This design comes from an exercise in tuning for small area, a short achievable clock period and few clock cycles per item on the open sky130 flow, not from production work.
Function was checked by simulation only, so behaviour that the tests miss may differ from the original.

indigo:
// encoder_accelerated_value
module encoder_accelerated_value (
    input  logic                          aclk,
    input  logic                          aresetn,
    input  logic                          cfg_valid,
    output logic                          cfg_ready,
    input  logic [eav_pkg::CFG_IDX_W-1:0] cfg_index,
    input  logic [eav_pkg::DATA_W-1:0]    cfg_data,
    input  logic                          s_tvalid,
    output logic                          s_tready,
    input  logic [eav_pkg::DATA_W-1:0]    s_tdata,   
    input  logic                          s_tuser,   
    output logic                          m_tvalid,
    input  logic                          m_tready,
    output logic [eav_pkg::M_DATA_W-1:0]  m_tdata,   
    output logic                          m_tuser    
);
Settings: LEC_CHECK=0, ABC_AREA=1, CAP_MARGIN=20, CORE_MARGIN=2, CORE_UTILIZATION=40, SETUP_SLACK_MARGIN=4, SLEW_MARGIN=20; clock period 10.0 ns.
run.sh (not shown) runs the stock make flow with config.mk's settings and CLKGATE_MAP_FILE= SYNTH_SCRIPT=/design/flow/synth_recipe.tcl, a recipe that flattens the netlist after the stock synthesis.
Testbench counts of indigo, summed over its fixed seeds: cycles 6,037, items 4,800.
#### Input delta (yarrow over indigo)
Settings: TNS_END_PERCENT newly set to 10.
--- outcome ---
Looking only at fraction of area in multi-input gates, and setting everything else aside, the higher value of indigo and yarrow goes to yarrow.
Going from indigo to yarrow, sequential share of layout area moved up; number of non-clock buffers in the layout moved down; setup slack moved down.
Input changes introduced in violet (baseline for comparison: yarrow):
Settings: TNS_END_PERCENT no longer set, was 10; SETUP_SLACK_MARGIN now 2, was 4.
[summary]
violet | stages: all done | timing, DRC, antenna: all pass. Between yarrow and violet, growth of design area from synthesis to finish is higher for yarrow, violet comes in under that. Compared with yarrow, in violet critical path depth saw an increase; fraction of final layout cells with drive strength greater than 1 saw a decrease. yarrow has lower combined buffer and inverter count along the critical path than violet. violet gives less final setup slack of the worst path than yarrow did. Measured against each other, yarrow and violet differ in end-of-flow core utilization, the lower figure coming from violet. Between yarrow and violet, the worst hold slack figures differ only marginally. Via count of the first global-routing pass (violet over yarrow): decrease, about 2.3%. Detailed-router iteration count before antenna repair for violet is higher than for yarrow.

---

## run 1
Another version of the RTL of encoder_accelerated_value (not shown whole).
Size: roughly 4700 cells after synthesis, roughly 290 flip-flops, about 140 I/O pins, about 0.034 mm² of cells after synthesis.
==> flow/config.mk <==
export PLATFORM = sky130hd
export DESIGN_NAME = encoder_accelerated_value
export DESIGN_NICKNAME = encoder_accelerated_value
export VERILOG_FILES = /design/flow/design.v
export SDC_FILE = /design/flow/constraint.sdc
export NUM_CORES = 4
export LEC_CHECK = 0
export ABC_AREA = 1
export CAP_MARGIN = 20
export CORE_MARGIN = 2
export CORE_UTILIZATION = 40
export SETUP_SLACK_MARGIN = 3
export SLEW_MARGIN = 20
export TNS_END_PERCENT = 10
==> flow/constraint.sdc <==
create_clock -name core_clock -period 10.0 [get_ports {aclk}]
set_input_delay 2.0000 -clock core_clock [delete_from_list [all_inputs] [get_ports {aclk}]]
set_output_delay 2.0000 -clock core_clock [all_outputs]
set_load 0.01 [all_outputs]
Testbench counts of run 1, summed over its fixed seeds: cycles 6,045, items 4,800.
> inputs changed (run 1 -> run 2)
- changing SETUP_SLACK_MARGIN from 3 to 4
- changing CORE_UTILIZATION from 40 to 30
==> comparison <==
Each of the runs, namely run 1 and run 2, reached the end of the flow and came out clean. Run 1 → run 2: sequential cell area share decreased 0.24 points; worst hold slack across all endpoints increased 3.8 ps; detailed route wirelength on metal2 decreased 320 µm. [run 2] delay of the slowest cell on the worst path fell 20 ps relative to run 1. The multi-input combinational area share reported for run 2 is smaller than that of run 1 by 0.71 points. Area added between synthesis and finish in run 2 is 1.7 points higher than in run 1. Summary of run 2 over run 1: flip-flop and latch area saw little to no change; global-route wire length before repair went up by about 4%.
[inputs] run 3 vs run 2
- swapping 30 for 40 in CORE_UTILIZATION
- swapping 10 for 25 in TNS_END_PERCENT
--- outcome ---
Looking at run 3 and run 2, the sequential share of layout area is a wash. Comparing run 3 and run 2, the lower number of clock buffer instances in the layout was measured on run 2. Row final cell count without fillers: run 3 lower / run 2 higher.

---

== amber ==
encoder_accelerated_value, a different RTL version from the one above (not shown whole).
For scale: ~4700 cells after synthesis, roughly 0.034 mm² of cells after synthesis.
make LEC_CHECK=0 ABC_AREA=1 CAP_MARGIN=20 CORE_MARGIN=2 CORE_UTILIZATION=55 SETUP_SLACK_MARGIN=4 SLEW_MARGIN=20 TNS_END_PERCENT=10 finish   # period 10.0 ns
Testbench counts of amber, summed over its fixed seeds: cycles 6,045, items 4,800.
Input-level comparison between sierra and amber:
Settings: CORE_UTILIZATION changed from 55 to 40.
Findings:
Die area (amber / sierra): 0.73
Worst slack after detailed placement: sierra vs amber — no meaningful difference
The buffer share of cell area number comes out lower for amber vs sierra.
Reported for amber and sierra, number of distinct library cell variants in the gate-level netlist after synthesis turned out identical to the last digit.
Compared with amber, sierra ends up with more cell area.
Timing, DRC, antenna: 0 failures across amber and sierra
The inputs of fjord differ from those of sierra as listed below.
Settings: changing SETUP_SLACK_MARGIN from 4 to 5; changing TNS_END_PERCENT from 10 to 5.
## What came out
fjord ran to completion and came out clean on the timing, DRC and antenna checks.
Comparing sierra with fjord, the total area of sequential cells came out essentially unchanged.
Maximum achievable frequency: fjord vs sierra, no meaningful difference
Compared with sierra, fjord shows portion of the clock cycle consumed by the worst path in the final layout higher by 0.21 points.
Summary of fjord over sierra: core utilization now larger; final-layout clock-cell area share down 0.19 points; number of buffers added to fix hold violations after cts saw little to no change.

## what the ideal ports hide
The results above use ideal ports. As a check the final layouts listed here were re-extracted and re-timed, cells and wires unchanged. Step 1 (the two cells are an assumption about what drives the block):
set clk [get_ports {aclk}]
set_driving_cell -lib_cell sky130_fd_sc_hd__clkbuf_16 $clk
set_driving_cell -lib_cell sky130_fd_sc_hd__buf_2 [delete_from_list [all_inputs] $clk]
Step 2 moves the port delays by t, midway between the first and last clock arrival at a register: inputs arrive t later, outputs are due t later. That takes back most of the time a late clock gives input paths. Slacks: ideal / step 1 / step 2; pairs: ideal / step 1.
| run | shift t [ns] | slack for setup (ns) | worst register clock-pin slew, ns |
|---|---|---|---|
| indigo | 0.709 | 2.969 / 2.969 / 2.969 | 0.07 / 0.07 |
| yarrow | 0.682 | 2.925 / 2.925 / 2.925 | 0.07 / 0.07 |
| violet | 0.690 | 2.269 / 2.269 / 2.269 | 0.07 / 0.07 |
| run 1 | 0.669 | 2.069 / 2.069 / 2.069 | 0.07 / 0.07 |
| run 2 | 0.677 | 1.671 / 1.671 / 1.671 | 0.07 / 0.07 |
| run 3 | 0.672 | 1.964 / 1.964 / 1.964 | 0.07 / 0.07 |
| amber | 0.657 | 1.849 / 1.849 / 1.849 | 0.06 / 0.06 |
| sierra | 0.643 | 2.224 / 2.224 / 2.224 | 0.07 / 0.07 |
| fjord | 0.654 | 2.202 / 2.202 / 2.202 | 0.07 / 0.07 |
After both steps every run listed still meets setup and hold.
